This design comes from an exercise in tuning for small area on the open sky130 flow, not from production work. Where RTL was checked, it was by simulation tests only, not by an equivalence proof against the original. No functional check of the RTL was part of run 3. Power figures rest on the tool's default switching activity, not on a simulated workload.

<file path="design/flow/config.mk">
export PLATFORM = sky130hd
export DESIGN_NAME = mlfq_three_level_scheduler_top
export DESIGN_NICKNAME = mlfq_three_level_scheduler_top
export VERILOG_FILES = /design/flow/design.v
export SDC_FILE = /design/flow/constraint.sdc
export NUM_CORES = 4
export LEC_CHECK = 0
export CAP_MARGIN = 20
export CORE_MARGIN = 2
export CORE_UTILIZATION = 40
export SLEW_MARGIN = 20
</file>
<file path="design/flow/constraint.sdc">
create_clock -name core_clock -period 12.0 [get_ports {clk}]
set_input_delay 2.4000 -clock core_clock [delete_from_list [all_inputs] [get_ports {clk}]]
set_output_delay 2.4000 -clock core_clock [all_outputs]
set_load 0.01 [all_outputs]
</file>
<file path="design/flow/design.v">
package mlfq_pkg;
    localparam logic [7:0] Q1_TIME = 8'd1;
    localparam logic [7:0] Q2_TIME = 8'd2;
    localparam logic [7:0] Q3_TIME = 8'd4;
endpackage
module mlfq_queues
(
    input  logic       clk,
    input  logic       rst_n,
    input  logic       load,       
    input  logic       pop_top,    
    input  logic       pop_bot,    
    input  logic       push_bot,   
    output logic [3:0] loaded,
    output logic [3:0] top_head,
    output logic [2:0] bot_head,
    output logic [2:0] bot_tail,
    output logic       top_nonempty
);
    always_ff @(posedge clk or negedge rst_n)
    begin
        if (!rst_n)
        begin
            loaded   <= '0;
            top_head <= '0;
            bot_head <= '0;
            bot_tail <= '0;
        end
        else
        begin
            if (load)
                loaded <= loaded + 1'b1;
            if (pop_top)
                top_head <= top_head + 1'b1;
            if (pop_bot)
                bot_head <= bot_head + 1'b1;
            if (push_bot)
                bot_tail <= bot_tail + 1'b1;
        end
    end
    assign top_nonempty = (top_head != loaded);
endmodule
import mlfq_pkg::*;
module mlfq_three_level_scheduler_top
(
    input  logic        clk,
    input  logic        rst_n,
    input  logic        start,
    output logic        busy,
    input  logic        mode,
    input  logic [15:0] burst_len,
    input  logic [15:0] arrival_at,
    output logic        done,
    output logic        idle,
    output logic [2:0]  proc_index,
    output logic [1:0]  level,
    output logic [15:0] slice_start,
    output logic [15:0] slice_end,
    output logic [15:0] remaining,
    output logic        finished,
    output logic [15:0] turnaround,
    output logic [15:0] waiting,
    input  logic        cfg_valid,
    output logic        cfg_ready,
    input  logic [1:0]  cfg_index,
    input  logic [7:0]  cfg_data
);
    localparam int EW = 52;
    logic [8*EW-1:0] ring;
    logic [EW-1:0]   wb;
    logic [2:0]      phase;
    logic            pending;
    logic [1:0]      stage;
    logic [15:0]     time_reg;
    logic [7:0]      q_top, q_mid, q_bot;
    logic [3:0]      loaded, top_head;
    logic [2:0]      bot_head, bot_tail;
    logic            top_ne;
    logic            s_bot;
    logic [2:0]      s_tick;
    logic [15:0]     s_burst, s_arr, s_rem;
    logic            in_q, match, fire, work, fin, load_now, is_idle;
    logic            lv_mid, lv_bot;
    logic [7:0]      q_raw, q_eff, run, run_g;
    logic [15:0]     new_rem, end_t;
    logic [16:0]     end_sum, turn_d, wait_d;
    mlfq_queues u_queues (
        .clk          (clk),
        .rst_n        (rst_n),
        .load         (load_now),
        .pop_top      (work && top_ne),
        .pop_bot      (work && lv_bot),
        .push_bot     (work && !top_ne && !fin),
        .loaded       (loaded),
        .top_head     (top_head),
        .bot_head     (bot_head),
        .bot_tail     (bot_tail),
        .top_nonempty (top_ne)
    );
    assign {s_bot, s_tick, s_burst, s_arr, s_rem} = ring[EW-1:0];
    assign cfg_ready = 1'b1;
    assign busy      = pending || (phase != loaded[2:0]);
    assign load_now  = start && !busy && !mode && !loaded[3];
    assign lv_mid  = !top_ne && (stage == 2'd1);
    assign lv_bot  = !top_ne && (stage == 2'd2);
    assign is_idle = !top_ne && (stage == 2'd3);
    assign in_q = ({1'b0, phase} < top_head) && (s_rem != '0);
    always_comb
    begin
        if (top_ne)
            match = (phase == top_head[2:0]);
        else
        begin
            case (stage)
                2'd0:    match = 1'b0;
                2'd1:    match = in_q && !s_bot;
                2'd2:    match = in_q && s_bot && (s_tick == bot_head);
                default: match = 1'b1;
            endcase
        end
    end
    assign fire = pending && match;
    assign work = fire && !is_idle;
    always_comb
    begin
        q_raw = top_ne ? q_top : (lv_mid ? q_mid : q_bot);
        q_eff = (q_raw == '0) ? 8'd1 : q_raw;
        run   = (s_rem > {8'd0, q_eff}) ? q_eff : s_rem[7:0];
        run_g = work ? run : 8'd0;
        new_rem = s_rem - {8'd0, run_g};
        end_sum = {1'b0, time_reg} + {9'd0, run_g};
        end_t   = end_sum[16] ? 16'hFFFF : end_sum[15:0];
        fin     = !is_idle && (new_rem == '0);
        turn_d  = {1'b0, end_t} - {1'b0, s_arr};
        wait_d  = {1'b0, turn_d[15:0]} - {1'b0, s_burst};
    end
    always_comb
    begin
        wb = {s_bot, s_tick, s_burst, s_arr, new_rem};
        if (work)
        begin
            wb[EW-1]      = !top_ne;
            wb[EW-2:EW-4] = bot_tail;
        end
        if (load_now)
        begin
            wb[47:0] = {burst_len, arrival_at, burst_len};
        end
    end
    always_ff @(posedge clk)
    begin
        ring <= {wb, ring[8*EW-1:EW]};
    end
    always_ff @(posedge clk or negedge rst_n)
    begin
        if (!rst_n)
        begin
            phase    <= '0;
            pending  <= 1'b0;
            stage    <= '0;
            time_reg <= '0;
            q_top    <= Q1_TIME;
            q_mid    <= Q2_TIME;
            q_bot    <= Q3_TIME;
        end
        else
        begin
            phase    <= phase + 1'b1;
            time_reg <= end_t;
            if (fire)
            begin
                pending <= 1'b0;
                stage   <= '0;
            end
            else
            begin
                if (start && !busy && mode)
                    pending <= 1'b1;
                if (pending && (phase == 3'd7))
                    stage <= stage + 1'b1;
            end
            if (cfg_valid)
            begin
                case (cfg_index)
                    2'd0:    q_top <= cfg_data;
                    2'd1:    q_mid <= cfg_data;
                    2'd2:    q_bot <= cfg_data;
                    default: ;
                endcase
            end
        end
    end
    assign done        = fire;
    assign idle        = is_idle;
    assign proc_index  = phase;
    assign level       = {lv_bot, lv_mid};
    assign slice_start = is_idle ? 16'd0 : time_reg;
    assign slice_end   = is_idle ? 16'd0 : end_t;
    assign remaining   = is_idle ? 16'd0 : new_rem;
    assign finished    = fin;
    assign turnaround  = (fin && !turn_d[16]) ? turn_d[15:0] : 16'd0;
    assign waiting     = (fin && !turn_d[16] && !wait_d[16]) ? wait_d[15:0] : 16'd0;
endmodule
</file>
<file path="design/flow/run.sh">
#!/bin/bash
# synth_recipe.tcl (not shown) runs the flow's synth.tcl, then flattens the netlist and writes it again
# the make line also repeats each setting of config.mk as NAME=value (left out here)
make -C /OpenROAD-flow-scripts/flow DESIGN_CONFIG=/design/flow/config.mk WORK_HOME=/design/flow/orfs CLKGATE_MAP_FILE= SYNTH_SCRIPT=/design/flow/synth_recipe.tcl finish
</file>
==> flow_metrics.env, run 1 <==
export IMPL_status="finished clean"
export IMPL_r2r_start="u_queues.top_head[1]"
export IMPL_wirelength_mm=34.5
export IMPL_grt_total_usage=0.174
export IMPL_maxCapViolations=0
export IMPL_vias=9558
export IMPL_io_buffers=135
export IMPL_max_vdd_ir_drop_uv=186
export IMPL_p_switching_w=0.00243
export IMPL_num_rows=71
export IMPL_syn_area_per_cell_um2=11.9
export IMPL_layout_nets=1603
export IMPL_r2r_end="u_queues.bot_tail[1]"
export IMPL_ys_seq_area_frac=0.652
export IMPL_ys_seq_elements=476
export IMPL_insertion_delay_ps=590
export IMPL_p_leak_nw=8.69
export IMPL_dr_first_iter_drc_count=489
export IMPL_instances_no_fill=2031
export IMPL_synthesis_nets=1384
export IMPL_drive_gt1_frac=0.191
export IMPL_die_area_um2=39200
export IMPL_ys_warn_count=2
export IMPL_p_int_w=0.00426
export IMPL_ff2ff_setup_slack_ps=5600
export IMPL_power_share_switching=0.363
export IMPL_antenna_found_initial=0
export IMPL_slew_violations=0
export IMPL_pwr_share_comb=0.447
export IMPL_clock_sinks=476
export IMPL_cts_root_buf="clkbuf_16"
export IMPL_grt_overflow_total=0
export IMPL_p_clk_frac=0.225
export IMPL_cts_tree="done"
export IMPL_cts_made_buffers=46
export IMPL_largest_reg_flops=416
export IMPL_fin_tns_setup_ps=0
export IMPL_power_frac_seq=0.329
export IMPL_critical_path_max_fanout=5
export IMPL_firstDrtPassIters=5
export IMPL_max_stage_delay_ps=500
export IMPL_crit_required_ps=9600
export IMPL_holdPathEnd="ring[203]"
export IMPL_critPathKind="flop to output port"
export IMPL_worstRegToRegCells=28
export IMPL_synth_edf_count=0
export IMPL_worstPathArrival_ps=9310
export IMPL_hold_violations=0
export IMPL_syn_to_final_growth_pct=29.5
export IMPL_grt_max_degree=73
export IMPL_worstSetupStartpointType="flop"
export IMPL_initial_core_util=0.403
export IMPL_min_path_type="flop to flop"
export IMPL_endpoint_kind="output port"
export IMPL_pin_count=137
export IMPL_n_antenna_cell=0
export IMPL_grt_pass1_wl_mm=51.9
export IMPL_die_x_um=198
export IMPL_cp_common_cell="buf_4"
export IMPL_synthCells=1265
export IMPL_max_slew_worst_pin_slew_ps=1060
export IMPL_async_flop_share=0.126
export IMPL_power_w=0.00669
export IMPL_htree_levels=2
export IMPL_place_congestion=0.873
export IMPL_holdPathStages=0
export IMPL_routed_via_density=4.71
export IMPL_die_y_um=198
export IMPL_fillers=3278
export IMPL_synthDistinctLibCells=75
export IMPL_slew_headroom=0.292
export IMPL_coreArea_um2=37400
export IMPL_period_share=0.976
export IMPL_power_density_nw_per_um2=342
export IMPL_drc=0
export IMPL_drt_wirelength_per_cell_um=17.0
export IMPL_fin_crit_ps=11710
export IMPL_worstHoldStart="ring[255]"
export IMPL_hpwl_mm=24.0
export IMPL_clk_pin_slew_worst_paths_ps=70
export IMPL_cts_path_max_buffers=3
export IMPL_hold_buffers=0
export IMPL_skew_ps=30.4
export IMPL_ant_nets=0
export IMPL_max_freq_mhz=85.4
export IMPL_crit_slowest_cell="a2111oi_4"
export IMPL_netlist_area_um2=15100
export IMPL_setup_violations=0
export IMPL_dp_cells=1901
export IMPL_grt_pass1_vias=9257
export IMPL_yosys_most_used_dff="dfxtp_1"
cell families after synthesis:
logic type      synth area share
compound gates            0.0793
xor+xnor                  0.0343
fa+ha+maj                 0.0618
buf+inv                   0.0261
flops                      0.652
mux                       0.0331
other cells             0.000249
simple gates               0.113
layout make-up:
type                       instances  area [um^2]  share of cell area
clock buffer                      63         1350              0.0690
clock inverter                    21          299              0.0153
inverter                          62          233              0.0119
multi-input combinational        693         5260               0.269
sequential                       476         9840               0.504
tap                              511          639              0.0328
timing repair buffer             205         1910              0.0977
Yosys cell counts (all sizes together) (9+ instances only):
library cell,count,area (um^2)
mux2,31,349
a21o,12,90.1
a21oi,55,275
xnor2,44,385
clkbuf,27,103
nand2b,10,62.6
nor2b,11,68.8
nor2,87,327
o21a,9,67.6
nand2,75,282
or2,15,93.8
o21ai,63,319
ha,68,851
mux2i,15,150
dfxtp,416,8330
and2,32,200
inv,62,233
nor3,14,75.1
dfrtp,57,1430
xor2,15,131
and3,36,229
metrics by stage:
step	utilization	setup slack, ps	cell area (um^2)	hold WS, ps
after floorplan	-	980	15100	310
after global placement	0.457	395	17100	310
after detailed placement	0.457	-25.6	17100	312
after CTS	0.503	36.9	18800	317
after global routing	0.522	-168	19500	321
final	0.522	288	19500	322
worst max path at each step:
| stage | slack [ps] | startpoint | depth (start not counted) | end |
|---|---|---|---|---|
| after CTS | 40 | u_queues.top_head[2] | 41 | waiting[13] |
| after detailed placement | -30 | stage[1] | 43 | waiting[1] |
| after global placement | 390 | stage[1] | 41 | waiting[3] |
| final | 290 | u_queues.top_head[1] | 47 | waiting[8] |
| after floorplan | 980 | u_queues.loaded[0] | 42 | waiting[11] |
| after global routing | -170 | u_queues.loaded[3] | 47 | waiting[8] |
critical path, delay by kind of cell, from the launching register on:
kind | cells | cell delay [ps]
AO/OA/AOI/OAI | 18 | 3750
XOR/XNOR | 2 | 300
adder cells (fa/ha/maj) | 5 | 1330
buffers and inverters | 8 | 1160
flip-flops | 1 | 410
multiplexers | 1 | 220
AND/OR/NAND/NOR | 13 | 1570
routing by layer:
layer,global-route usage,up-vias,part of all wire
met3,0.0387,70,0.057
met5,0,-,0
met2,0.273,254,0.45
met4,0.0654,0,0.029
met1,0.235,4537,0.46
li1,-,4697,-
placed cells by master (no fill, tap or decap), types with 39 or more instances in the layout:
| cell | Yosys | routed |
|---|---|---|
| xnor2_1 | 44 | 39 |
| clkbuf_16 | 0 | 49 |
| a21oi_1 | 55 | 42 |
| nor2_1 | 87 | 81 |
| inv_1 | 62 | 58 |
| buf_4 | 4 | 65 |
| dfxtp_1 | 416 | 416 |
| ha_1 | 68 | 54 |
| dfrtp_1 | 57 | 54 |
| o21ai_0 | 61 | 53 |
| clkdlybuf4s50_1 | 0 | 118 |
| nand2_1 | 75 | 72 |
power by group through the flow:
stage               Sequential, W  Clock, W  Combinational [W]
global placement          0.00222         0            0.00250
finish                    0.00220   0.00150            0.00299
detailed placement        0.00223         0            0.00249
CTS                       0.00220   0.00154            0.00255
floorplan                 0.00216         0            0.00161
global route              0.00225   0.00160            0.00323
what timing repair did:
| action | 4_1_cts | 5_1_grt |
|---|---|---|
| setup buffers | 5 | 40 |
| cloned | 1 | 1 |
| resized for setup | 9 | 121 |
| hold endpoints to repair | 0 | 0 |
| setup endpoints to repair | 16 | 32 |
| pin swaps | 5 | 34 |
==> run 2, diff against run 1 <==
==> design/flow/flow/run.sh (new file) <==
#!/bin/bash
# Standard ORFS layout with area-oriented settings: port buffers of the
# smallest buffer cell, a clock tree of small buffers without dummy loads, and
# power recovery (down-sizing of cells off the critical paths).
set -euo pipefail
cat >> config.mk <<'EOC'
export BUFFER_PORTS_ARGS = -buffer_cell sky130_fd_sc_hd__buf_1
export CTS_ARGS = -sink_clustering_enable -repair_clock_nets -dont_use_dummy_load -buf_list {sky130_fd_sc_hd__clkbuf_4 sky130_fd_sc_hd__clkbuf_8}
export RECOVER_POWER = 100
EOC
bash standard.sh > standard.log 2>&1
==> design/flow/standard.sh (new file) <==
#!/bin/bash
# synth_recipe.tcl (not shown) runs the flow's synth.tcl, then flattens the netlist and writes it again
# the make line also repeats each setting of config.mk as NAME=value (left out here)
make -C /OpenROAD-flow-scripts/flow DESIGN_CONFIG=/design/flow/config.mk WORK_HOME=/design/flow/orfs CLKGATE_MAP_FILE= SYNTH_SCRIPT=/design/flow/synth_recipe.tcl "${@:-finish}"
--- a/design/flow/config.mk
+++ b/design/flow/config.mk
@@ -11 +11,4 @@
 export SLEW_MARGIN = 20
+export BUFFER_PORTS_ARGS = -buffer_cell sky130_fd_sc_hd__buf_1
+export CTS_ARGS = -sink_clustering_enable -repair_clock_nets -dont_use_dummy_load -buf_list {sky130_fd_sc_hd__clkbuf_4 sky130_fd_sc_hd__clkbuf_8}
+export RECOVER_POWER = 100
removed: design/flow/run.sh
==> flow_metrics.env, run 2 <==
export IMPL_netlist_area_um2=15100
export IMPL_synthDistinctLibCells=75
export IMPL_hold_slack_ps=271
export IMPL_synthesis_nets=1384
export IMPL_hold_violations=0
export IMPL_power_density_nw_per_um2=331
export IMPL_synthCells=1265
export IMPL_fin_tns_setup_ps=0
export IMPL_period_share=0.963
export IMPL_async_flop_share=0.126
export IMPL_worstPathArrival_ps=9160
export IMPL_final_common_cell="dfxtp_1"
export IMPL_drive_gt1_frac=0.142
export IMPL_slew_violations=165
export IMPL_largest_reg_flops=416
export IMPL_syn_to_final_growth_pct=16.5
export IMPL_htree_levels=3
export IMPL_die_y_um=198
export IMPL_slew_headroom=-1.23
export IMPL_syn_area_per_cell_um2=11.9
export IMPL_max_freq_mhz=86.5
export IMPL_dr_first_iter_drc_count=385
export IMPL_grt_overflow_total=0
export IMPL_grt_pass1_wl_mm=51.3
export IMPL_max_stage_delay_ps=520
export IMPL_crit_slowest_cell="or4_1"
export IMPL_grt_pass1_vias=9451
export IMPL_yosysTopAreaCell="dfxtp_1"
export IMPL_synth_most_common_cell="dfxtp_1"
export IMPL_ys_warn_count=2
export IMPL_status="complete, but fails checks"
export IMPL_check_faults="max-capacitance violations, max-slew violations"
export IMPL_grt_max_degree=73
export IMPL_hold_buffers=0
export IMPL_cts_tree="done"
export IMPL_ys_seq_area_frac=0.652
export IMPL_cts_made_buffers=74
export IMPL_firstDrtPassIters=5
export IMPL_clock_sinks=476
export IMPL_io_buffers=135
export IMPL_layout_nets=1590
export IMPL_ys_seq_elements=476
export IMPL_critPathKind="flop to output port"
export IMPL_place_congestion=0.922
export IMPL_cts_path_max_buffers=3
export IMPL_routed_via_density=4.82
export IMPL_skew_ps=81.4
export IMPL_instances_no_fill=1980
export IMPL_wirelength_mm=33.6
export IMPL_min_path_type="flop to flop"
export IMPL_max_vdd_ir_drop_uv=264
export IMPL_layout_common_cells="dfxtp_1 (416), buf_1 (130), nor2_1 (83), nand2_1 (75), clkbuf_8 (74)"
export IMPL_drc=0
export IMPL_n_antenna_cell=0
export IMPL_endpoint_kind="output port"
export IMPL_yosys_most_used_dff="dfxtp_1"
export IMPL_ant_nets=0
export IMPL_worstSetupStartpointType="flop"
export IMPL_synth_edf_count=0
export IMPL_cts_root_buf="clkbuf_8"
export IMPL_initial_core_util=0.403
export IMPL_placement_cell_area_um2=16200
export IMPL_dp_cells=1892
export IMPL_fin_area_um2=17600
export IMPL_grt_total_usage=0.172
export IMPL_coreArea_um2=37400
export IMPL_setup_violations=0
export IMPL_netlist_area_leader_share=0.553
export IMPL_die_x_um=198
export IMPL_clk_pin_slew_worst_paths_ps=60
export IMPL_insertion_delay_ps=610
export IMPL_num_rows=71
export IMPL_hpwl_mm=24.1
export IMPL_critical_path_max_fanout=7
export IMPL_pin_count=137
export IMPL_antenna_found_initial=0
export IMPL_yosys_top_cells_area="dfxtp_1 (55%), dfrtp_1 (9.5%), ha_1 (5.6%)"
export IMPL_fin_crit_ps=11560
export IMPL_maxCapViolations=3
export IMPL_crit_required_ps=9600
export IMPL_p_leak_nw=7.65
export IMPL_vias=9551
export IMPL_fillers=3462
export IMPL_max_slew_worst_pin_slew_ps=3350
export IMPL_drt_wirelength_per_cell_um=17.0
export IMPL_synth_commonest_cells="dfxtp_1 (416), nor2_1 (87), nand2_1 (75)"
export IMPL_die_area_um2=39200
-- run 2: cell counts after synthesis --
Identical to the previous run, type by type.
-- run 2: path summary, 6_finish.rpt --
path | cells past startpoint | slack [ps] | startpoint | endpoint
max | 43 | 440 | stage[1] | waiting[13]
min reg2reg | 0 | 270 | ring[142] | ring[90]
min | 0 | 270 | ring[142] | ring[90]
max reg2reg | 28 | 5560 | stage[1] | u_queues.bot_tail[1]
min in group asynchronous | 2 | 3040 | rst_n | time_reg[7]
max in group asynchronous | 2 | 6800 | rst_n | u_queues.loaded[1]
-- run 2: cell type report --
| type | count | area, um^2 | share of cell area |
|---|---|---|---|
| tap | 511 | 639 | 0.0364 |
| clock buffer | 74 | 1020 | 0.0580 |
| inverter | 62 | 233 | 0.0133 |
| timing repair buffer | 164 | 731 | 0.0416 |
| multi-input combinational | 693 | 5100 | 0.290 |
| sequential | 476 | 9840 | 0.560 |
-- run 2: cell families after synthesis --
family	after synthesis	share of synthesized area
buffers and inverters	96	0.0261
other	1	0.000249
XOR/XNOR	59	0.0343
AO/OA/AOI/OAI	186	0.0793
flip-flops	476	0.652
AND/OR/NAND/NOR	329	0.113
adder cells (fa/ha/maj)	72	0.0618
multiplexers	46	0.0331
-- run 2: repair_timing --
item / CTS / global route
cloned: 0 / 1
setup buffers: 3 / 10
resized for setup: 8 / 62
endpoints found under the setup margin: 16 / 16
pin swaps: 2 / 17
-- run 2: metrics by stage --
step                setup WS [ps]  power [W]  utilization
floorplan                     980    0.00377            -
global placement              440    0.00451        0.433
detailed placement           79.5    0.00453        0.433
CTS                          64.9    0.00566        0.461
global route                -39.1    0.00620        0.469
finish                        441    0.00581        0.469
-- run 2: per-layer routing --
layer / part of all wire / global-route usage / up-vias
met5: 0 / 0 / -
met4: 0.037 / 0.0791 / 0
met3: 0.056 / 0.0405 / 89
met2: 0.45 / 0.267 / 273
met1: 0.46 / 0.228 / 4567
li1: - / - / 4622
-- run 2: worst max-delay path, delay by kind of cell, from the launching register on --
family | cells | cell delay (ps)
flip-flops | 1 | 410
AND/OR/NAND/NOR | 10 | 1600
buffers and inverters | 7 | 1070
AO/OA/AOI/OAI | 18 | 3640
multiplexers | 2 | 420
XOR/XNOR | 1 | 130
adder cells (fa/ha/maj) | 5 | 1290
-- run 2: where the power goes --
| group | leakage [nW] | internal [W] | switching [W] |
|---|---|---|---|
| logic | 2.94 | 0.00100 | 0.00153 |
| registers | 4.19 | 0.00203 | 0.000175 |
| clock network | 0.532 | 0.000544 | 0.000529 |
==> run 3, diff against run 2 <==
--- a/design/flow/design.v
+++ b/design/flow/design.v
@@ -11,6 +11,9 @@
     input  logic       pop_top,    
+    input  logic       pop_mid,    
     input  logic       pop_bot,    
     input  logic       push_bot,   
+    input  logic [2:0] pop_idx,    
     output logic [3:0] loaded,
     output logic [3:0] top_head,
+    output logic [3:0] mid_bound,
     output logic [2:0] bot_head,
@@ -23,6 +26,7 @@
         begin
-            loaded   <= '0;
-            top_head <= '0;
-            bot_head <= '0;
-            bot_tail <= '0;
+            loaded    <= '0;
+            top_head  <= '0;
+            mid_bound <= '0;
+            bot_head  <= '0;
+            bot_tail  <= '0;
         end
@@ -34,2 +38,4 @@
                 top_head <= top_head + 1'b1;
+            if (pop_mid)
+                mid_bound <= {1'b0, pop_idx} + 1'b1;
             if (pop_bot)
@@ -67,3 +73,3 @@
 );
-    localparam int EW = 52;
+    localparam int EW = 51;
     logic [8*EW-1:0] ring;
@@ -75,9 +81,8 @@
     logic [7:0]      q_top, q_mid, q_bot;
-    logic [3:0]      loaded, top_head;
+    logic [3:0]      loaded, top_head, mid_bound;
     logic [2:0]      bot_head, bot_tail;
     logic            top_ne;
-    logic            s_bot;
     logic [2:0]      s_tick;
     logic [15:0]     s_burst, s_arr, s_rem;
-    logic            in_q, match, fire, work, fin, load_now, is_idle;
+    logic            in_q, below_mid, match, fire, work, fin, load_now, is_idle;
     logic            lv_mid, lv_bot;
@@ -91,6 +96,9 @@
         .pop_top      (work && top_ne),
+        .pop_mid      (work && lv_mid),
         .pop_bot      (work && lv_bot),
         .push_bot     (work && !top_ne && !fin),
+        .pop_idx      (phase),
         .loaded       (loaded),
         .top_head     (top_head),
+        .mid_bound    (mid_bound),
         .bot_head     (bot_head),
@@ -99,3 +107,3 @@
     );
-    assign {s_bot, s_tick, s_burst, s_arr, s_rem} = ring[EW-1:0];
+    assign {s_tick, s_burst, s_arr, s_rem} = ring[EW-1:0];
     assign cfg_ready = 1'b1;
@@ -106,3 +114,4 @@
     assign is_idle = !top_ne && (stage == 2'd3);
-    assign in_q = ({1'b0, phase} < top_head) && (s_rem != '0);
+    assign in_q      = ({1'b0, phase} < top_head) && (s_rem != '0);
+    assign below_mid = ({1'b0, phase} < mid_bound);
     always_comb
@@ -115,4 +124,4 @@
                 2'd0:    match = 1'b0;
-                2'd1:    match = in_q && !s_bot;
-                2'd2:    match = in_q && s_bot && (s_tick == bot_head);
+                2'd1:    match = in_q && !below_mid;
+                2'd2:    match = in_q && below_mid && (s_tick == bot_head);
                 default: match = 1'b1;
@@ -138,7 +147,6 @@
     begin
-        wb = {s_bot, s_tick, s_burst, s_arr, new_rem};
+        wb = {s_tick, s_burst, s_arr, new_rem};
         if (work)
         begin
-            wb[EW-1]      = !top_ne;
-            wb[EW-2:EW-4] = bot_tail;
+            wb[EW-1:EW-3] = bot_tail;
         end
==> design/flow/flow/run.sh (replaced) <==
#!/bin/bash
# Standard ORFS layout with area-oriented settings: port buffers of the
# smallest buffer cell and a clock tree of large sink clusters without dummy
# loads. The ORFS output goes to standard.log and the per-step logs in orfs/logs.
set -euo pipefail
cat >> config.mk <<'EOC'
export BUFFER_PORTS_ARGS = -buffer_cell sky130_fd_sc_hd__buf_1
export CTS_ARGS = -sink_clustering_enable -repair_clock_nets -dont_use_dummy_load -buf_list {sky130_fd_sc_hd__clkbuf_4 sky130_fd_sc_hd__clkbuf_8} -sink_clustering_size 20 -sink_clustering_max_diameter 60
EOC
bash standard.sh > standard.log 2>&1
--- a/design/flow/config.mk
+++ b/design/flow/config.mk
@@ -12,3 +12,2 @@
 export BUFFER_PORTS_ARGS = -buffer_cell sky130_fd_sc_hd__buf_1
-export CTS_ARGS = -sink_clustering_enable -repair_clock_nets -dont_use_dummy_load -buf_list {sky130_fd_sc_hd__clkbuf_4 sky130_fd_sc_hd__clkbuf_8}
-export RECOVER_POWER = 100
+export CTS_ARGS = -sink_clustering_enable -repair_clock_nets -dont_use_dummy_load -buf_list {sky130_fd_sc_hd__clkbuf_4 sky130_fd_sc_hd__clkbuf_8} -sink_clustering_size 20 -sink_clustering_max_diameter 60
==> flow_metrics.env, run 3 <==
export IMPL_cts_made_buffers=34
export IMPL_io_buffers=135
export IMPL_ys_seq_area_frac=0.647
export IMPL_htree_levels=2
export IMPL_fin_area_um2=16900
export IMPL_layout_nets=1547
export IMPL_grt_max_degree=72
export IMPL_clk_pin_slew_worst_paths_ps=110
export IMPL_vias=9222
export IMPL_power_density_nw_per_um2=212
export IMPL_startpoint="u_queues.loaded[1]"
export IMPL_period_share=0.954
export IMPL_ys_warn_count=2
export IMPL_worstSetupStartpointType="flop"
export IMPL_wirelength_mm=33.3
export IMPL_syn_area_per_cell_um2=11.9
export IMPL_fin_crit_ps=11450
export IMPL_r2r_end="u_queues.bot_tail[1]"
export IMPL_dr_first_iter_drc_count=366
export IMPL_synth_most_common_cell="dfxtp_1"
export IMPL_max_freq_mhz=87.3
export IMPL_die_area_um2=39300
export IMPL_syn_to_final_growth_pct=12.1
export IMPL_slew_violations=0
export IMPL_critical_path_max_fanout=9
export IMPL_grt_total_usage=0.166
export IMPL_cts_path_max_buffers=3
export IMPL_critPathKind="flop to output port"
export IMPL_worstRegToRegCells=26
export IMPL_cts_root_buf="clkbuf_8"
export IMPL_antenna_found_initial=0
export IMPL_r2r_start="u_queues.loaded[1]"
export IMPL_clock_sinks=472
export IMPL_place_congestion=0.878
export IMPL_largest_reg_flops=408
export IMPL_netlist_area_leader_share=0.541
export IMPL_layout_common_cells="dfxtp_1 (408), buf_1 (133), nor2_1 (81), nand2_1 (76), ha_1 (68)"
export IMPL_async_flop_share=0.136
export IMPL_n_antenna_cell=0
export IMPL_num_rows=71
export IMPL_max_vdd_ir_drop_uv=96.9
export IMPL_drive_gt1_frac=0.0976
export IMPL_skew_ps=108
export IMPL_ff2ff_setup_slack_ps=5410
export IMPL_grt_pass1_vias=8987
export IMPL_netlist_area_um2=15100
export IMPL_fillers=3510
export IMPL_crit_required_ps=9600
export IMPL_slew_headroom=0.326
export IMPL_yosys_top_cells_area="dfxtp_1 (54%), dfrtp_1 (10%), ha_1 (5.8%)"
export IMPL_endpoint_kind="output port"
export IMPL_multi_input_area_um2=5170
export IMPL_yosysTopAreaCell="dfxtp_1"
export IMPL_status="finished clean"
export IMPL_grt_overflow_total=0
export IMPL_cts_tree="done"
export IMPL_ys_seq_elements=472
export IMPL_fin_tns_setup_ps=0
export IMPL_pin_count=137
export IMPL_p_leak_nw=7.50
export IMPL_hpwl_mm=24.4
export IMPL_min_path_type="flop to flop"
export IMPL_synthCells=1268
export IMPL_final_common_cell="dfxtp_1"
export IMPL_die_x_um=198
export IMPL_ant_nets=0
export IMPL_worstPathArrival_ps=9050
export IMPL_insertion_delay_ps=580
export IMPL_yosys_most_used_dff="dfxtp_1"
export IMPL_hold_buffers=0
export IMPL_instances_no_fill=1935
export IMPL_die_y_um=198
export IMPL_initial_core_util=0.404
export IMPL_grt_pass1_wl_mm=49.9
export IMPL_crit_end="waiting[2]"
export IMPL_max_slew_worst_pin_slew_ps=1010
export IMPL_synthDistinctLibCells=69
export IMPL_maxCapViolations=0
export IMPL_power_w=0.00359
export IMPL_synthesis_nets=1389
export IMPL_firstDrtPassIters=4
export IMPL_dp_cells=1889
export IMPL_synth_commonest_cells="dfxtp_1 (408), nor2_1 (84), nand2_1 (77)"
export IMPL_coreArea_um2=37400
export IMPL_hold_violations=0
export IMPL_cp_common_cell="ha_1"
export IMPL_drt_wirelength_per_cell_um=17.2
export IMPL_crit_slowest_cell="dfrtp_1"
export IMPL_setup_violations=0
export IMPL_placement_cell_area_um2=16200
export IMPL_synth_edf_count=0
export IMPL_max_stage_delay_ps=490
export IMPL_drc=0
export IMPL_seq_area_um2=9770
export IMPL_routed_via_density=4.77
-- run 3: changes by cell type in the layout (fill, tap and decap cells not counted), sizes merged, moves of 10 or more --
| cell | previous run | this run |
|---|---|---|
| and2 | 32 | 2 |
| and3 | 36 | 8 |
| clkbuf | 81 | 35 |
| nor2b | 11 | 33 |
| nor3 | 14 | 32 |
| o211a | 3 | 13 |
| xor2 | 15 | 28 |
-- run 3: layer usage --
metal / global-route usage / wire [um] / up-vias
met1: 0.214 / 14700 / 4405
met3: 0.0267 / 1470 / 61
met5: 0 / 0 / -
met4: 0.0621 / 1080 / 0
met2: 0.281 / 16000 / 201
li1: - / - / 4555
-- run 3: final cells by class --
| cell class | instances | area share |
|---|---|---|
| timing repair buffer | 151 | 0.0374 |
| sequential | 472 | 0.577 |
| multi-input combinational | 701 | 0.305 |
| inverter | 66 | 0.0146 |
| clock buffer | 34 | 0.0276 |
| tap | 511 | 0.0378 |
-- run 3: cells by family (layout without fill, tap and decap cells) --
logic type      count (synthesis)  count (layout)  synth area share
flops                         472             472             0.647
simple gates                  303             305            0.0976
compound gates                202             202            0.0895
buf+inv                        97             251            0.0258
fa+ha+maj                      74              74            0.0633
xor+xnor                       68              68            0.0399
mux                            51              51            0.0368
other cells                     1               1          0.000248
-- run 3: power breakdown --
| part | internal, W | total [W] | switching (W) |
|---|---|---|---|
| Combinational | 0.000412 | 0.00111 | 0.000693 |
| Clock | 0.000256 | 0.000699 | 0.000443 |
| Sequential | 0.00172 | 0.00179 | 0.0000731 |
-- run 3: how the worst min path moves through the flow --
| stage | start | endpoint | slack [ps] | depth (start not counted) |
|---|---|---|---|---|
| after CTS | ring[116] | ring[65] | 250 | 0 |
| after global routing | ring[116] | ring[65] | 250 | 0 |
| after global placement | ring[75] | ring[24] | 310 | 0 |
| after detailed placement | ring[61] | ring[10] | 310 | 0 |
| final | ring[116] | ring[65] | 250 | 0 |
| after floorplan | ring[51] | ring[0] | 310 | 0 |
-- run 3: timing repair --
| item | CTS | global route |
|---|---|---|
| endpoints found under the hold margin | 0 | 0 |
| resized for setup | 3 | 35 |
| pin swaps | 0 | 9 |
| cloned | 0 | 2 |
| buffers inserted | 0 | 10 |
| endpoints found under the setup margin | 16 | 17 |
-- run 3: stage by stage --
stage / hold slack, ps / worst slack (ps) / utilization
after CTS: 246 / 15.1 / 0.446
after global routing: 255 / -68.5 / 0.453
final: 250 / 548 / 0.453
after detailed placement: 312 / 276 / 0.433
after global placement: 310 / 586 / 0.433
after floorplan: 310 / 1630 / -
-- run 3: worst max-delay path, delay by kind of cell (launching register included) --
| kind | cells | cell delay, ps |
|---|---|---|
| compound gates | 19 | 3800 |
| xor+xnor | 2 | 490 |
| fa+ha+maj | 6 | 1640 |
| buf+inv | 3 | 490 |
| flops | 1 | 490 |
| simple gates | 11 | 1590 |
==> run 4, diff against run 3 <==
--- a/design/flow/design.v
+++ b/design/flow/design.v
@@ -34,12 +34,8 @@
         begin
-            if (load)
-                loaded <= loaded + 1'b1;
-            if (pop_top)
-                top_head <= top_head + 1'b1;
+            loaded   <= loaded + {3'd0, load};
+            top_head <= top_head + {3'd0, pop_top};
+            bot_head <= bot_head + {2'd0, pop_bot};
+            bot_tail <= bot_tail + {2'd0, push_bot};
             if (pop_mid)
                 mid_bound <= {1'b0, pop_idx} + 1'b1;
-            if (pop_bot)
-                bot_head <= bot_head + 1'b1;
-            if (push_bot)
-                bot_tail <= bot_tail + 1'b1;
         end
@@ -87,3 +83,3 @@
     logic            in_q, below_mid, match, fire, work, fin, load_now, is_idle;
-    logic            lv_mid, lv_bot;
+    logic            lv_mid, lv_bot, more;
     logic [7:0]      q_raw, q_eff, run, run_g;
@@ -136,10 +132,37 @@
         q_eff = (q_raw == '0) ? 8'd1 : q_raw;
-        run   = (s_rem > {8'd0, q_eff}) ? q_eff : s_rem[7:0];
+        more  = (s_rem > {8'd0, q_eff});
+        run   = more ? q_eff : s_rem[7:0];
         run_g = work ? run : 8'd0;
-        new_rem = s_rem - {8'd0, run_g};
-        end_sum = {1'b0, time_reg} + {9'd0, run_g};
-        end_t   = end_sum[16] ? 16'hFFFF : end_sum[15:0];
-        fin     = !is_idle && (new_rem == '0);
-        turn_d  = {1'b0, end_t} - {1'b0, s_arr};
-        wait_d  = {1'b0, turn_d[15:0]} - {1'b0, s_burst};
+        fin     = !is_idle && !more;
+    end
+    always_comb
+    begin
+        logic c_t, c_r, c_a, c_b;
+        logic x_t, x_r, x_a, x_b;
+        c_t = 1'b0;
+        c_r = 1'b1;
+        for (int i = 0; i < 16; i++)
+        begin
+            x_t = (i < 8) ? run_g[i] : 1'b0;
+            end_sum[i] = time_reg[i] ^ x_t ^ c_t;
+            c_t = (time_reg[i] & x_t) | (c_t & (time_reg[i] ^ x_t));
+            x_r = (i < 8) ? !run_g[i] : 1'b1;
+            new_rem[i] = s_rem[i] ^ x_r ^ c_r;
+            c_r = (s_rem[i] & x_r) | (c_r & (s_rem[i] ^ x_r));
+        end
+        end_sum[16] = c_t;
+        end_t = end_sum[16] ? 16'hFFFF : end_sum[15:0];
+        c_a = 1'b1;
+        c_b = 1'b1;
+        for (int i = 0; i < 16; i++)
+        begin
+            x_a = !s_arr[i];
+            turn_d[i] = end_t[i] ^ x_a ^ c_a;
+            c_a = (end_t[i] & x_a) | (c_a & (end_t[i] ^ x_a));
+            x_b = !s_burst[i];
+            wait_d[i] = turn_d[i] ^ x_b ^ c_b;
+            c_b = (turn_d[i] & x_b) | (c_b & (turn_d[i] ^ x_b));
+        end
+        turn_d[16] = !c_a;
+        wait_d[16] = !c_b;
     end
@@ -186,4 +209,3 @@
                     pending <= 1'b1;
-                if (pending && (phase == 3'd7))
-                    stage <= stage + 1'b1;
+                stage <= stage + {1'b0, pending && (phase == 3'd7)};
             end
==> flow_metrics.env, run 4 <==
export IMPL_cp_common_cell="fa_2"
export IMPL_fillers=3012
export IMPL_grt_total_usage=0.159
export IMPL_worstSetupStartpointType="flop"
export IMPL_die_y_um=190
export IMPL_grt_overflow_total=0
export IMPL_yosys_top_cells_area="dfxtp_1 (59%), dfrtp_1 (11%), fa_1 (6.4%)"
export IMPL_antenna_found_initial=0
export IMPL_p_leak_nw=7.53
export IMPL_grt_pass1_vias=7783
export IMPL_synth_most_common_cell="dfxtp_1"
export IMPL_vias=7634
export IMPL_ys_warn_count=2
export IMPL_layout_nets=1426
export IMPL_ant_nets=0
export IMPL_min_path_type="flop to flop"
export IMPL_worstPathArrival_ps=13080
export IMPL_p_switching_w=0.00166
export IMPL_crit_slowest_cell="fa_2"
export IMPL_pin_count=137
export IMPL_cts_root_buf="clkbuf_8"
export IMPL_pwr_share_comb=0.437
export IMPL_grt_max_degree=65
export IMPL_io_buffers=135
export IMPL_fin_crit_ps=15480
export IMPL_cts_made_buffers=36
export IMPL_grt_pass1_wl_mm=43.0
export IMPL_netlist_area_um2=13900
export IMPL_placement_cell_area_um2=15900
export IMPL_maxCapViolations=0
export IMPL_critical_path_max_fanout=8
export IMPL_die_area_um2=36100
export IMPL_p_clk_frac=0.151
export IMPL_synthesis_nets=1162
export IMPL_crit_required_ps=9600
export IMPL_rsz0062_at_grt="true"
export IMPL_firstDrtPassIters=4
export IMPL_max_freq_mhz=64.6
export IMPL_max_stage_delay_ps=450
export IMPL_fin_area_um2=17100
export IMPL_endpoint_kind="output port"
export IMPL_wirelength_mm=28.7
export IMPL_synth_commonest_cells="dfxtp_1 (408), nand2_1 (105), nor2_1 (85)"
export IMPL_die_x_um=190
export IMPL_critPathKind="flop to output port"
export IMPL_skew_ps=112
export IMPL_power_density_nw_per_um2=280
export IMPL_p_int_w=0.00312
export IMPL_insertion_delay_ps=600
export IMPL_place_congestion=0.810
export IMPL_drt_wirelength_per_cell_um=16.4
export IMPL_yosysTopAreaCell="dfxtp_1"
export IMPL_seq_area_um2=9770
export IMPL_check_faults="negative setup slack"
export IMPL_max_slew_worst_pin_slew_ps=982
export IMPL_setup_violations=32
export IMPL_synthCells=1029
export IMPL_hold_violations=0
export IMPL_synthDistinctLibCells=46
export IMPL_async_flop_share=0.136
export IMPL_status="complete, but fails checks"
export IMPL_coreArea_um2=34300
export IMPL_slew_violations=0
export IMPL_syn_to_final_growth_pct=23.3
export IMPL_htree_levels=2
export IMPL_multi_input_area_um2=4340
export IMPL_ys_seq_area_frac=0.705
export IMPL_syn_area_per_cell_um2=13.5
export IMPL_max_vdd_ir_drop_uv=136
export IMPL_largest_reg_flops=408
export IMPL_slew_headroom=0.345
export IMPL_drive_gt1_frac=0.281
export IMPL_hpwl_mm=20.5
export IMPL_routed_via_density=4.37
export IMPL_final_common_cell="dfxtp_1"
export IMPL_netlist_area_leader_share=0.590
export IMPL_power_frac_seq=0.412
export IMPL_fin_ws_ps=-3480
export IMPL_clk_pin_slew_worst_paths_ps=110
export IMPL_period_share=1.29
export IMPL_initial_core_util=0.404
export IMPL_dr_first_iter_drc_count=274
export IMPL_layout_common_cells="dfxtp_1 (408), buf_4 (105), nand2_1 (104), buf_1 (102), nor2_1 (63)"
export IMPL_power_share_switching=0.347
export IMPL_drc=0
export IMPL_cts_tree="done"
export IMPL_ys_seq_elements=472
export IMPL_yosys_most_used_dff="dfxtp_1"
export IMPL_synth_edf_count=0
export IMPL_cts_path_max_buffers=3
export IMPL_num_rows=68
export IMPL_clock_sinks=472
export IMPL_n_antenna_cell=0
export IMPL_hold_slack_ps=281
==> run 4: path summary, 6_finish.rpt <==
kind	startpoint	endpoint	slack [ps]	cells after the start
hold / removal	ring[97]	ring[46]	280	0
max in group asynchronous	rst_n	q_top[1]	9340	2
hold reg to reg	ring[97]	ring[46]	280	0
setup / recovery	u_queues.loaded[3]	waiting[7]	-3480	54
min in group asynchronous	rst_n	time_reg[5]	2010	2
setup reg to reg	u_queues.loaded[3]	time_reg[9]	5130	34
==> run 4: what timing repair did <==
| item | in CTS | in global routing |
|---|---|---|
| gates resized for setup | 70 | 69 |
| endpoints found under the setup margin | 32 | 32 |
| gates cloned | 2 | 4 |
| hold buffers | 0 | 0 |
| pin swaps | 21 | 28 |
| buffers inserted | 7 | 1 |
==> run 4: stage by stage <==
| step | setup slack (ps) | total power (W) | std cells | util | TNS (ps) |
|---|---|---|---|---|---|
| final | -3480 | 0.00478 | 1746 | 0.498 | -91540 |
| after detailed placement | -3170 | 0.00382 | 1697 | 0.463 | -91630 |
| after global routing | -3870 | 0.00507 | 1746 | 0.498 | -103150 |
| after floorplan | -2440 | 0.00298 | 1029 | - | -64960 |
| after CTS | -3590 | 0.00465 | 1742 | 0.485 | -105910 |
| after global placement | -2850 | 0.00382 | 1697 | 0.463 | -83350 |
==> run 4: area by class of cell <==
class                      instances  area share
multi-input combinational        474       0.254
inverter                          54      0.0119
timing repair buffer             255      0.0997
clock buffer                      36      0.0290
sequential                       472       0.572
tap                              455      0.0333
==> run 4: worst max-delay path, delay by kind of cell, from the launching register on <==
family	cells	cell delay (ps)
xor gates and xnor gates	1	170
DFF	1	390
buffers and inverters	9	890
AOI/OAI and AO/OA	1	70
adders and majority gates	33	9390
muxes	1	240
and+or+nand+nor	9	1370
==> run 4: layer usage <==
| metal | vias to the layer above | share of wire | GRT usage | wire [um] |
|---|---|---|---|---|
| met1 | 3655 | 0.45 | 0.212 | 12800 |
| met3 | 56 | 0.046 | 0.0247 | 1320 |
| met5 | - | 0 | 0 | 0 |
| li1 | 3763 | - | - | - |
| met2 | 160 | 0.48 | 0.263 | 13600 |
| met4 | 0 | 0.030 | 0.0561 | 870 |
==> run 4: kinds of logic after synthesis <==
| kind of cell | count (synthesis) | share of synthesized area |
|---|---|---|
| other | 1 | 0.000271 |
| and+or+nand+nor | 283 | 0.102 |
| buffers and inverters | 83 | 0.0260 |
| xor gates and xnor gates | 18 | 0.0114 |
| adders and majority gates | 86 | 0.102 |
| muxes | 45 | 0.0359 |
| DFF | 472 | 0.705 |
| AOI/OAI and AO/OA | 41 | 0.0178 |
==> run 4: power by group through the flow <==
stage	combinational (W)	sequential (W)	clock (W)
2_1_floorplan	0.00100	0.00198	0
3_3_place_gp	0.00183	0.00199	0
3_5_place_dp	0.00181	0.00200	0
4_1_cts	0.00192	0.00197	0.000755
5_1_grt	0.00226	0.00200	0.000810
6_report	0.00209	0.00197	0.000723
==> run 5, diff against run 4 <==
--- a/design/flow/design.v
+++ b/design/flow/design.v
@@ -72,7 +72,9 @@
     logic [EW-1:0]   wb;
-    logic [2:0]      phase;
-    logic            pending;
-    logic [1:0]      stage;
+    logic [2:0]      phase, phase_n;
+    logic            pending, pending_n;
+    logic [1:0]      stage, stage_n;
     logic [15:0]     time_reg;
     logic [7:0]      q_top, q_mid, q_bot;
+    logic            done_q, fin_q;
+    logic [7:0]      run_q;
     logic [3:0]      loaded, top_head, mid_bound;
@@ -80,9 +82,10 @@
     logic            top_ne;
-    logic [2:0]      s_tick;
-    logic [15:0]     s_burst, s_arr, s_rem;
-    logic            in_q, below_mid, match, fire, work, fin, load_now, is_idle;
-    logic            lv_mid, lv_bot, more;
-    logic [7:0]      q_raw, q_eff, run, run_g;
+    logic [2:0]      s_tick, n_tick;
+    logic [15:0]     s_burst, s_arr, s_rem, n_rem;
+    logic [31:0]     n_unused;
+    logic            lv_mid, lv_bot, is_idle, work, load_now;
+    logic            n_in_q, n_below, match_n, fire_n, work_n, more_n;
+    logic [7:0]      q_raw, q_eff, run_n;
     logic [15:0]     new_rem, end_t;
-    logic [16:0]     end_sum, turn_d, wait_d;
+    logic [16:0]     turn_d, wait_d;
     mlfq_queues u_queues (
@@ -94,3 +97,3 @@
         .pop_bot      (work && lv_bot),
-        .push_bot     (work && !top_ne && !fin),
+        .push_bot     (work && !top_ne && !fin_q),
         .pop_idx      (phase),
@@ -104,2 +107,3 @@
     assign {s_tick, s_burst, s_arr, s_rem} = ring[EW-1:0];
+    assign {n_tick, n_unused, n_rem}       = ring[2*EW-1:EW];
     assign cfg_ready = 1'b1;
@@ -110,4 +114,8 @@
     assign is_idle = !top_ne && (stage == 2'd3);
-    assign in_q      = ({1'b0, phase} < top_head) && (s_rem != '0);
-    assign below_mid = ({1'b0, phase} < mid_bound);
+    assign work    = done_q && !is_idle;
+    assign phase_n   = phase + 1'b1;
+    assign pending_n = !done_q && (pending || (start && !busy && mode));
+    assign stage_n   = done_q ? 2'd0 : stage + {1'b0, pending && (phase == 3'd7)};
+    assign n_in_q  = ({1'b0, phase_n} < top_head) && (n_rem != '0);
+    assign n_below = ({1'b0, phase_n} < mid_bound);
     always_comb
@@ -115,41 +123,53 @@
         if (top_ne)
-            match = (phase == top_head[2:0]);
+            match_n = (phase_n == top_head[2:0]);
         else
         begin
-            case (stage)
-                2'd0:    match = 1'b0;
-                2'd1:    match = in_q && !below_mid;
-                2'd2:    match = in_q && below_mid && (s_tick == bot_head);
-                default: match = 1'b1;
+            case (stage_n)
+                2'd0:    match_n = 1'b0;
+                2'd1:    match_n = n_in_q && !n_below;
+                2'd2:    match_n = n_in_q && n_below && (n_tick == bot_head);
+                default: match_n = 1'b1;
             endcase
         end
-    end
-    assign fire = pending && match;
-    assign work = fire && !is_idle;
+        fire_n = pending_n && match_n;
+        work_n = fire_n && (top_ne || (stage_n != 2'd3));
+        q_raw  = top_ne ? q_top : ((stage_n == 2'd1) ? q_mid : q_bot);
+        q_eff  = (q_raw == '0) ? 8'd1 : q_raw;
+        more_n = (n_rem > {8'd0, q_eff});
+        run_n  = !work_n ? 8'd0 : (more_n ? q_eff : n_rem[7:0]);
+    end
     always_comb
     begin
-        q_raw = top_ne ? q_top : (lv_mid ? q_mid : q_bot);
-        q_eff = (q_raw == '0) ? 8'd1 : q_raw;
-        more  = (s_rem > {8'd0, q_eff});
-        run   = more ? q_eff : s_rem[7:0];
-        run_g = work ? run : 8'd0;
-        fin     = !is_idle && !more;
-    end
-    always_comb
-    begin
-        logic c_t, c_r, c_a, c_b;
-        logic x_t, x_r, x_a, x_b;
-        c_t = 1'b0;
+        logic c_r, c_a, c_b;
+        logic x_r, x_a, x_b;
+        logic [7:0] g, p, p0;
+        logic [8:0] c;
+        logic       all_hi;
+        logic [16:0] e;
+        g  = time_reg[7:0] & run_q;
+        p  = time_reg[7:0] ^ run_q;
+        p0 = p;
+        for (int d = 1; d < 8; d = d * 2)
+        begin
+            for (int i = 7; i >= d; i--)
+            begin
+                g[i] = g[i] | (p[i] & g[i-d]);
+                p[i] = p[i] & p[i-d];
+            end
+        end
+        c[0] = 1'b0;
+        for (int i = 0; i < 8; i++)
+        begin
+            c[i+1] = g[i];
+            e[i]   = p0[i] ^ c[i];
+        end
+        all_hi = 1'b1;
+        for (int i = 8; i < 16; i++)
+        begin
+            e[i]   = time_reg[i] ^ (c[8] & all_hi);
+            all_hi = all_hi & time_reg[i];
+        end
+        e[16] = c[8] & all_hi;
+        end_t = e[16] ? 16'hFFFF : e[15:0];
         c_r = 1'b1;
-        for (int i = 0; i < 16; i++)
-        begin
-            x_t = (i < 8) ? run_g[i] : 1'b0;
-            end_sum[i] = time_reg[i] ^ x_t ^ c_t;
-            c_t = (time_reg[i] & x_t) | (c_t & (time_reg[i] ^ x_t));
-            x_r = (i < 8) ? !run_g[i] : 1'b1;
-            new_rem[i] = s_rem[i] ^ x_r ^ c_r;
-            c_r = (s_rem[i] & x_r) | (c_r & (s_rem[i] ^ x_r));
-        end
-        end_sum[16] = c_t;
-        end_t = end_sum[16] ? 16'hFFFF : end_sum[15:0];
         c_a = 1'b1;
@@ -158,2 +178,5 @@
         begin
+            x_r = (i < 8) ? !run_q[i] : 1'b1;
+            new_rem[i] = s_rem[i] ^ x_r ^ c_r;
+            c_r = (s_rem[i] & x_r) | (c_r & (s_rem[i] ^ x_r));
             x_a = !s_arr[i];
@@ -182,3 +205,4 @@
     begin
-        ring <= {wb, ring[8*EW-1:EW]};
+        ring  <= {wb, ring[8*EW-1:EW]};
+        fin_q <= work_n && !more_n;
     end
@@ -191,2 +215,4 @@
             stage    <= '0;
+            done_q   <= 1'b0;
+            run_q    <= '0;
             time_reg <= '0;
@@ -198,15 +224,8 @@
         begin
-            phase    <= phase + 1'b1;
+            phase    <= phase_n;
+            pending  <= pending_n;
+            stage    <= stage_n;
+            done_q   <= fire_n;
+            run_q    <= run_n;
             time_reg <= end_t;
-            if (fire)
-            begin
-                pending <= 1'b0;
-                stage   <= '0;
-            end
-            else
-            begin
-                if (start && !busy && mode)
-                    pending <= 1'b1;
-                stage <= stage + {1'b0, pending && (phase == 3'd7)};
-            end
             if (cfg_valid)
@@ -222,3 +241,3 @@
     end
-    assign done        = fire;
+    assign done        = done_q;
     assign idle        = is_idle;
@@ -229,5 +248,5 @@
     assign remaining   = is_idle ? 16'd0 : new_rem;
-    assign finished    = fin;
-    assign turnaround  = (fin && !turn_d[16]) ? turn_d[15:0] : 16'd0;
-    assign waiting     = (fin && !turn_d[16] && !wait_d[16]) ? wait_d[15:0] : 16'd0;
+    assign finished    = fin_q;
+    assign turnaround  = (fin_q && !turn_d[16]) ? turn_d[15:0] : 16'd0;
+    assign waiting     = (fin_q && !turn_d[16] && !wait_d[16]) ? wait_d[15:0] : 16'd0;
 endmodule
==> flow_metrics.env, run 5 <==
export IMPL_worstPathArrival_ps=9240
export IMPL_min_path_type="flop to flop"
export IMPL_ant_nets=0
export IMPL_instances_no_fill=1695
export IMPL_critical_path_max_fanout=12
export IMPL_worst_path_buf_inv=6
export IMPL_routed_via_density=4.47
export IMPL_insertion_delay_ps=570
export IMPL_crit_end="waiting[11]"
export IMPL_drc=0
export IMPL_r2r_start="run_q[0]"
export IMPL_netlist_area_leader_share=0.579
export IMPL_initial_core_util=0.408
export IMPL_wirelength_mm=26.9
export IMPL_cp_common_cell="fa_1"
export IMPL_synth_commonest_cells="dfxtp_1 (409), nand2_1 (113), nor2_1 (97)"
export IMPL_netlist_area_um2=14200
export IMPL_cts_made_buffers=34
export IMPL_startpoint="time_reg[0]"
export IMPL_yosys_most_used_dff="dfxtp_1"
export IMPL_skew_ps=83.2
export IMPL_path_delay_family="adder cells"
export IMPL_io_buffers=135
export IMPL_max_vdd_ir_drop_uv=90.5
export IMPL_hold_buffers=0
export IMPL_ff2ff_setup_slack_ps=7610
export IMPL_endpoint_kind="output port"
export IMPL_crit_slowest_cell="fa_1"
export IMPL_grt_total_usage=0.148
export IMPL_htree_levels=2
export IMPL_ys_seq_elements=482
export IMPL_max_slew_worst_pin_slew_ps=954
export IMPL_yosysTopAreaCell="dfxtp_1"
export IMPL_worstRegToRegCells=19
export IMPL_hold_violations=0
export IMPL_synthesis_nets=1210
export IMPL_grt_pass1_vias=7493
export IMPL_ys_warn_count=2
export IMPL_pin_count=137
export IMPL_fin_tns_setup_ps=0
export IMPL_syn_area_per_cell_um2=13.1
export IMPL_coreArea_um2=34700
export IMPL_die_area_um2=36900
export IMPL_maxCapViolations=0
export IMPL_layout_nets=1369
export IMPL_drt_wirelength_per_cell_um=15.8
export IMPL_final_common_cell="dfxtp_1"
export IMPL_antenna_found_initial=1
export IMPL_fin_crit_ps=11640
export IMPL_grt_max_degree=74
export IMPL_critPathKind="flop to output port"
export IMPL_cts_tree="done"
export IMPL_slew_headroom=0.364
export IMPL_max_stage_delay_ps=450
export IMPL_period_share=0.970
export IMPL_crit_cells=31
export IMPL_vias=7583
export IMPL_hpwl_mm=19.7
export IMPL_dr_first_iter_drc_count=292
export IMPL_async_flop_share=0.151
export IMPL_rsz0062_at_grt="false"
export IMPL_num_rows=68
export IMPL_dp_cells=1654
export IMPL_crit_required_ps=9600
export IMPL_yosys_top_cells_area="dfxtp_1 (58%), dfrtp_1 (12%), fa_1 (5.4%)"
export IMPL_p_leak_nw=7.02
export IMPL_synthCells=1082
export IMPL_synthDistinctLibCells=57
export IMPL_place_congestion=0.845
export IMPL_ys_seq_area_frac=0.708
export IMPL_drive_gt1_frac=0.0896
export IMPL_die_y_um=192
export IMPL_max_freq_mhz=85.9
export IMPL_grt_pass1_wl_mm=41.3
export IMPL_largest_reg_flops=408
export IMPL_status="finished clean"
export IMPL_clock_sinks=482
export IMPL_slew_violations=0
export IMPL_cts_path_max_buffers=3
export IMPL_firstDrtPassIters=4
export IMPL_synth_edf_count=0
export IMPL_power_w=0.00309
export IMPL_setup_violations=0
export IMPL_r2r_end="ring[372]"
export IMPL_worstSetupStartpointType="flop"
export IMPL_layout_common_cells="dfxtp_1 (409), buf_1 (128), nand2_1 (112), nor2_1 (96), dfrtp_1 (70)"
export IMPL_power_density_nw_per_um2=196
export IMPL_die_x_um=192
export IMPL_grt_overflow_total=0
export IMPL_clk_pin_slew_worst_paths_ps=100
export IMPL_synth_most_common_cell="dfxtp_1"
export IMPL_cts_root_buf="clkbuf_8"
export IMPL_syn_to_final_growth_pct=11.3
run 5: worst min path at each step:
| stage | startpoint | end | slack, ps | cells after the start |
|---|---|---|---|---|
| floorplan | ring[151] | ring[100] | 310 | 0 |
| global placement | ring[295] | ring[244] | 310 | 0 |
| detailed placement | ring[209] | ring[158] | 310 | 0 |
| CTS | ring[262] | ring[211] | 290 | 0 |
| global route | ring[262] | ring[211] | 290 | 0 |
| finish | ring[262] | ring[211] | 290 | 0 |
run 5: final cells by class:
type	count	area, um^2
fillers	3214	19000
well taps	455	569
inverters	61	229
flip-flops and latches	482	10000
diodes	1	2.50
clock buffers	34	468
repair buffers	147	616
multi-input cells	515	3850
run 5: kinds of logic after synthesis:
logic type	count (synthesis)	share of synthesized area
AOI/OAI and AO/OA	68	0.0309
xor gates and xnor gates	23	0.0148
adders and majority gates	81	0.0918
buffers and inverters	85	0.0240
DFF	482	0.708
muxes	46	0.0352
other	1	0.000265
and+or+nand+nor	296	0.0952
run 5: routing by layer:
layer / GRT usage / share of wire / wire length, um / up-vias
met5: 0 / 0 / 0 / -
met4: 0.0476 / 0.027 / 735 / 0
met3: 0.0245 / 0.044 / 1170 / 45
met2: 0.230 / 0.44 / 11700 / 140
met1: 0.210 / 0.49 / 13200 / 3651
li1: - / - / - / 3747
run 5: report_power, final:
| group | total (W) | leakage [nW] | switching, W | internal [W] |
|---|---|---|---|---|
| sequential | 0.00176 | 4.26 | 0.0000535 | 0.00170 |
| clock | 0.000708 | 0.244 | 0.000451 | 0.000257 |
| combinational | 0.000622 | 2.52 | 0.000373 | 0.000249 |
| total | 0.00309 | 7.02 | 0.000878 | 0.00221 |
run 5: worst register-to-register path, stage by stage (launching register included):
cell	delay (ps)
dfrtp_1	350
ha_1	170
fa_1	190
inv_1	60
fa_1	370
fa_1	380
fa_1	390
fa_1	390
fa_1	420
inv_1	110
fa_1	200
ha_1	160
ha_1	140
ha_1	140
ha_1	140
ha_1	150
ha_1	140
ha_1	150
xnor2_1	180
a21oi_1	110
run 5: what timing repair did:
item                       4_1_cts  5_1_grt
setup endpoints to repair       13       15
gates resized for setup          6       14
pin swaps                        2        4
buffers inserted                 2        4
run 5: stage by stage:
stage / util / cell area, um^2 / setup WS (ps) / hold slack [ps]
2_1_floorplan: - / 14200 / 1070 / 310
3_3_place_gp: 0.437 / 15200 / 566 / 310
3_5_place_dp: 0.437 / 15200 / 346 / 312
4_1_cts: 0.452 / 15700 / 44.2 / 292
5_1_grt: 0.454 / 15800 / 26.2 / 294
6_report: 0.454 / 15800 / 363 / 291

==> afterwards: timing with drivers on the ports <==
No port has a modelled driver above. Below, the same layouts with a new extraction and two added sets of constraints. Step 1, drivers: a clkbuf_16 drives clk and a buf_2 each remaining input, both assumed. Step 2 times the ports against the registers' clock, not the clock port: input delays grow and output delays shrink by t, the midpoint of the rising clock arrivals with the driver on. Slacks: ideal ports / drivers / drivers and shift; pairs: ideal ports / drivers.
| run | t, ns | setup slack, ns | slew at the worst register clock pin (ns) | pins driven straight from the clock port |
|---|---|---|---|---|
| run 1 | 0.628 | 0.288 / 0.231 / 0.859 | 0.07 / 0.07 | 1 |
| run 2 | 0.622 | 0.441 / 0.392 / 1.014 | 0.06 / 0.06 | 1 |
| run 3 | 0.575 | 0.548 / 0.501 / 1.076 | 0.11 / 0.11 | 1 |
| run 4 | 0.594 | -3.475 / -3.526 / -2.932 | 0.12 / 0.12 | 1 |
| run 5 | 0.577 | 0.363 / 0.316 / 0.893 | 0.12 / 0.12 | 1 |
